From an optimization exercise on the open Yosys and OpenROAD flow, aimed at small area; shortcuts taken in it are not production practice.
Function was checked by simulation only, so behaviour that the tests miss may differ from the original.
No activity file was given, so power comes from the tool's default toggle rates.

## job 2660
Design pulsing_led_level_controller_unit, start of the top module:
module pulsing_led_level_controller_unit (
  input  logic                       clk_i,
  input  logic                       rst_ni,
  input  logic                       in_valid,
  output logic                       in_ready,
  input  logic [1:0]                 in_command,
  input  logic [31:0]                in_now_ms,
  input  logic [31:0]                in_last_point_ms,
  input  logic [7:0]                 in_red,
  input  logic [7:0]                 in_green,
  input  logic [7:0]                 in_blue,
  output logic                       out_valid,
  input  logic                       out_ready,
  output logic [17:0]                out_level,
  output logic                       out_pulsing,
  output logic [7:0]                 out_red,
  output logic [7:0]                 out_green,
  output logic [7:0]                 out_blue,
  input  logic                       psel,
  input  logic                       penable,
  input  logic                       pwrite,
  input  logic [3:0]                 paddr,
  input  logic [31:0]                pwdata,
  output logic [31:0]                prdata,
  output logic                       pready
);
Size: about 1100 cells after synthesis, roughly 170 flip-flops, about 210 I/O pins.
clock: 11.0 ns
lec_check: 0
abc_area: 1
cap_margin: 20
core_margin: 2
core_utilization: 40
slew_margin: 20
run.sh (not shown) runs the stock make flow with config.mk's settings and CLKGATE_MAP_FILE= SYNTH_SCRIPT=/design/flow/synth_recipe.tcl, a recipe that flattens the netlist after the stock synthesis.
diff inputs: job 2660 => job 8830
Settings: a change of SLEW_MARGIN from 20 to 5; an added GPL_TIMING_DRIVEN of 0; a change of CAP_MARGIN from 20 to 5.
==> flow/flow/run.sh (new file) <==
#!/bin/bash
# Standard ORFS layout (the standard.sh) with area-oriented choices:
#  - ABC maps with an area-oriented script (flow/abc_area.script, used through a copy of the
#    ORFS scripts folder); registers are mapped by the unchanged yosys flow as in the standard
#    synthesis.
#  - buf_1 as the port buffer on every input and output port.
#  - CTS with clkbuf_8 buffers, larger sink clusters and no dummy loads.
# Each tool's output goes to the ORFS logs under orfs/logs; make's output goes to flow.log.
set -euo pipefail
rm -rf orfs_scripts
cp -r "$FLOW_HOME/scripts" orfs_scripts
cp flow/abc_area.script orfs_scripts/abc_area.script
export SCRIPTS_DIR="$PWD/orfs_scripts"
export BUFFER_PORTS_ARGS="-buffer_cell sky130_fd_sc_hd__buf_1"
export CTS_ARGS="-sink_clustering_enable -repair_clock_nets -dont_use_dummy_load -buf_list sky130_fd_sc_hd__clkbuf_8 -sink_clustering_size 20 -sink_clustering_max_diameter 80"
bash standard.sh > flow.log 2>&1
==> flow/flow/abc_area.script (new file) <==
strash
&get -n
&st
&synch2
&dch -f
&put
amap
topo
stime -c
==> flow/standard.sh (new file) <==
#!/bin/bash
# synth_recipe.tcl (not shown) runs the flow's synth.tcl, then flattens the netlist and writes it again
# the make line also repeats each setting of config.mk as NAME=value (left out here)
make -C /OpenROAD-flow-scripts/flow DESIGN_CONFIG=/design/flow/config.mk WORK_HOME=/design/flow/orfs CLKGATE_MAP_FILE= SYNTH_SCRIPT=/design/flow/synth_recipe.tcl "${@:-finish}"
removed: flow/run.sh
Notes after the runs:
Job 8830: full flow OK, the timing, DRC and antenna checks passed
Between job 8830 and job 2660, sequential share of layout area is lower for job 2660, job 8830 comes in above that.
Diff job 2660 -> job 8830: worst slack after detailed placement shows a reduction of 0.85 ns; number of global-route vias before repair moved down; number of placement rows decreased by 2 relative to the old numbers.
The least setup slack across all paths after layout number comes out lower for job 8830 vs job 2660.
Looking at compound-gate portion of the synthesized area, job 8830 sits 15 points higher than job 2660 does.
The inputs of job 3904 differ from those of job 8830 as listed below.
Settings: GPL_TIMING_DRIVEN removed (was 0); CORE_UTILIZATION changed from 40 to 65; SLEW_MARGIN changed from 5 to 20; CAP_MARGIN changed from 5 to 20.
diff --git a/flow/flow/run.sh b/flow/flow/run.sh
--- a/flow/flow/run.sh
+++ b/flow/flow/run.sh
@@ -14,3 +14,3 @@
 export BUFFER_PORTS_ARGS="-buffer_cell sky130_fd_sc_hd__buf_1"
-export CTS_ARGS="-sink_clustering_enable -repair_clock_nets -dont_use_dummy_load -buf_list sky130_fd_sc_hd__clkbuf_8 -sink_clustering_size 20 -sink_clustering_max_diameter 80"
+export CTS_ARGS="-sink_clustering_enable -repair_clock_nets -dont_use_dummy_load -buf_list sky130_fd_sc_hd__clkbuf_4 sky130_fd_sc_hd__clkbuf_8"
 bash standard.sh > flow.log 2>&1
Notes after the runs:
Job 8830 -> job 3904: top-level port count delta 0, exact match. Delta (job 3904 minus job 8830): final HPWL from detailed placement went down; synthesized area ~0 delta; synthesized netlist cell count closely matched the old numbers; floorplan die width shows a reduction of about 20%; placer congestion estimate moved up. Re total number of placement rows: job 3904 is 23% down on job 8830. Diff job 8830..job 3904 | compound-gate portion of the synthesized area | unchanged. The higher area after detailed placement came out of job 8830. Placed instance count in job 3904 is 116 below job 8830. Job 3904 terminated abnormally: 4_1_cts reported STA-0564.
Changes in job 5954 relative to job 3904:
Settings: swapping 65 for 40 in CORE_UTILIZATION.
diff --git a/flow/flow/run.sh b/flow/flow/run.sh
--- a/flow/flow/run.sh
+++ b/flow/flow/run.sh
@@ -14,3 +14,3 @@
 export BUFFER_PORTS_ARGS="-buffer_cell sky130_fd_sc_hd__buf_1"
-export CTS_ARGS="-sink_clustering_enable -repair_clock_nets -dont_use_dummy_load -buf_list sky130_fd_sc_hd__clkbuf_4 sky130_fd_sc_hd__clkbuf_8"
+export CTS_ARGS="-sink_clustering_enable -repair_clock_nets -dont_use_dummy_load -buf_list sky130_fd_sc_hd__clkbuf_16 -sink_clustering_size 40 -sink_clustering_max_diameter 150"
 bash standard.sh > flow.log 2>&1
## What came out
Job 5954 reached the end of the flow, and the finished layout is clean on the timing, DRC and antenna checks. Reported for job 3904 and job 5954, synthesized cell count turned out identical to the last digit. STATUS sum of net half-perimeters after detailed placement: job 5954 loses against job 3904. Re flip-flop and latch count after synthesis: no difference whatsoever between job 5954 and job 3904. The final reports for job 5954 and job 3904 show number of cells after detailed placement higher in the former. Diff job 3904 -> job 5954: number of placement rows +30%, routability-driven placement congestion ratio -2.7%, post-detailed-placement cell area +about 1.4%, pre-CTS setup slack -0.58 ns.
Here is what was changed in the inputs of job 2743 compared with job 5954.
==> flow/flow/run.sh <==
#!/bin/bash
# Standard ORFS layout (the standard.sh, unchanged synthesis) with smaller cells where the
# flow has a choice: buf_1 as the port buffer, no CTS dummy loads, and power recovery (cell
# downsizing on paths with slack) after global routing. Each tool's output goes to the ORFS
# logs under orfs/logs; make's own output goes to flow.log here.
set -euo pipefail
export BUFFER_PORTS_ARGS="-buffer_cell sky130_fd_sc_hd__buf_1"
export CTS_ARGS="-sink_clustering_enable -repair_clock_nets -dont_use_dummy_load"
export RECOVER_POWER=100
bash standard.sh > flow.log 2>&1
removed: flow/flow/abc_area.script
[summary]
[flow] job 2743 | stages: complete | final checks: fail | reason: max-capacitance violations, max-slew violations. Cell depth of the worst hold path: job 5954 vs job 2743 — no meaningful difference. Compared with job 5954, in job 2743 total area of multi-input combinational cells went up 14%; worst setup slack up 0.69 ns; combined global-route utilization of all metal layers lower. Average detailed-routed wire length per instance in job 2743 is 2.5 um below job 5954. Compared with job 5954, job 2743 shows a higher fill cell instance count of the final layout. sky130_fd_sc_hd__clkbuf_1 as the slowest library cell on the worst path was reported by job 2743, and sky130_fd_sc_hd__clkinv_1 by job 5954. Looking only at cell area power density, and setting everything else aside, the lower value of job 2743 and job 5954 goes to job 2743. Worst clock skew: job 2743 vs job 5954 up 0.015 ns. Looking only at full die area, and setting everything else aside, the higher value of job 2743 and job 5954 goes to job 2743. Compare job 2743 and job 5954 | switching fraction of total power higher: job 2743. Delta(fraction of synthesized cell area in xor and xnor cells, job 2743 - job 5954) > 0.

## what the ideal ports hide
Ports are ideal in the flow. The routed layouts listed here were re-timed in OpenROAD.
Step 1: set_driving_cell puts a clkbuf_16 on clk_i and a buf_2 on each other input, an assumption about the parent block.
Step 2 moves the port delays by t, midway between the first and last clock arrival at a register: inputs arrive t later, outputs are due t later. That takes back most of the time a late clock gives input paths.
a / b / c = ideal ports / drivers / drivers and shift; a / b = the first two.
run	t, ns	setup WS [ns]	latest minus earliest clock arrival (ns)	worst data-port slew with drivers (ns)	pins driven straight from the clock port
job 2660	0.474	4.353 / 4.331 / 4.331	0.016 / 0.016	0.06	1
job 8830	0.502	3.333 / 3.299 / 3.299	0.039 / 0.039	0.06	1
job 5954	0.469	4.128 / 4.105 / 4.105	0.020 / 0.021	0.06	1
job 2743	0.456	4.815 / 4.793 / 4.793	0.036 / 0.035	0.05	1
For job 8830, which loses most, drivers alone change the setup slack by -0.034 ns; drivers and shift together by -0.034 ns.
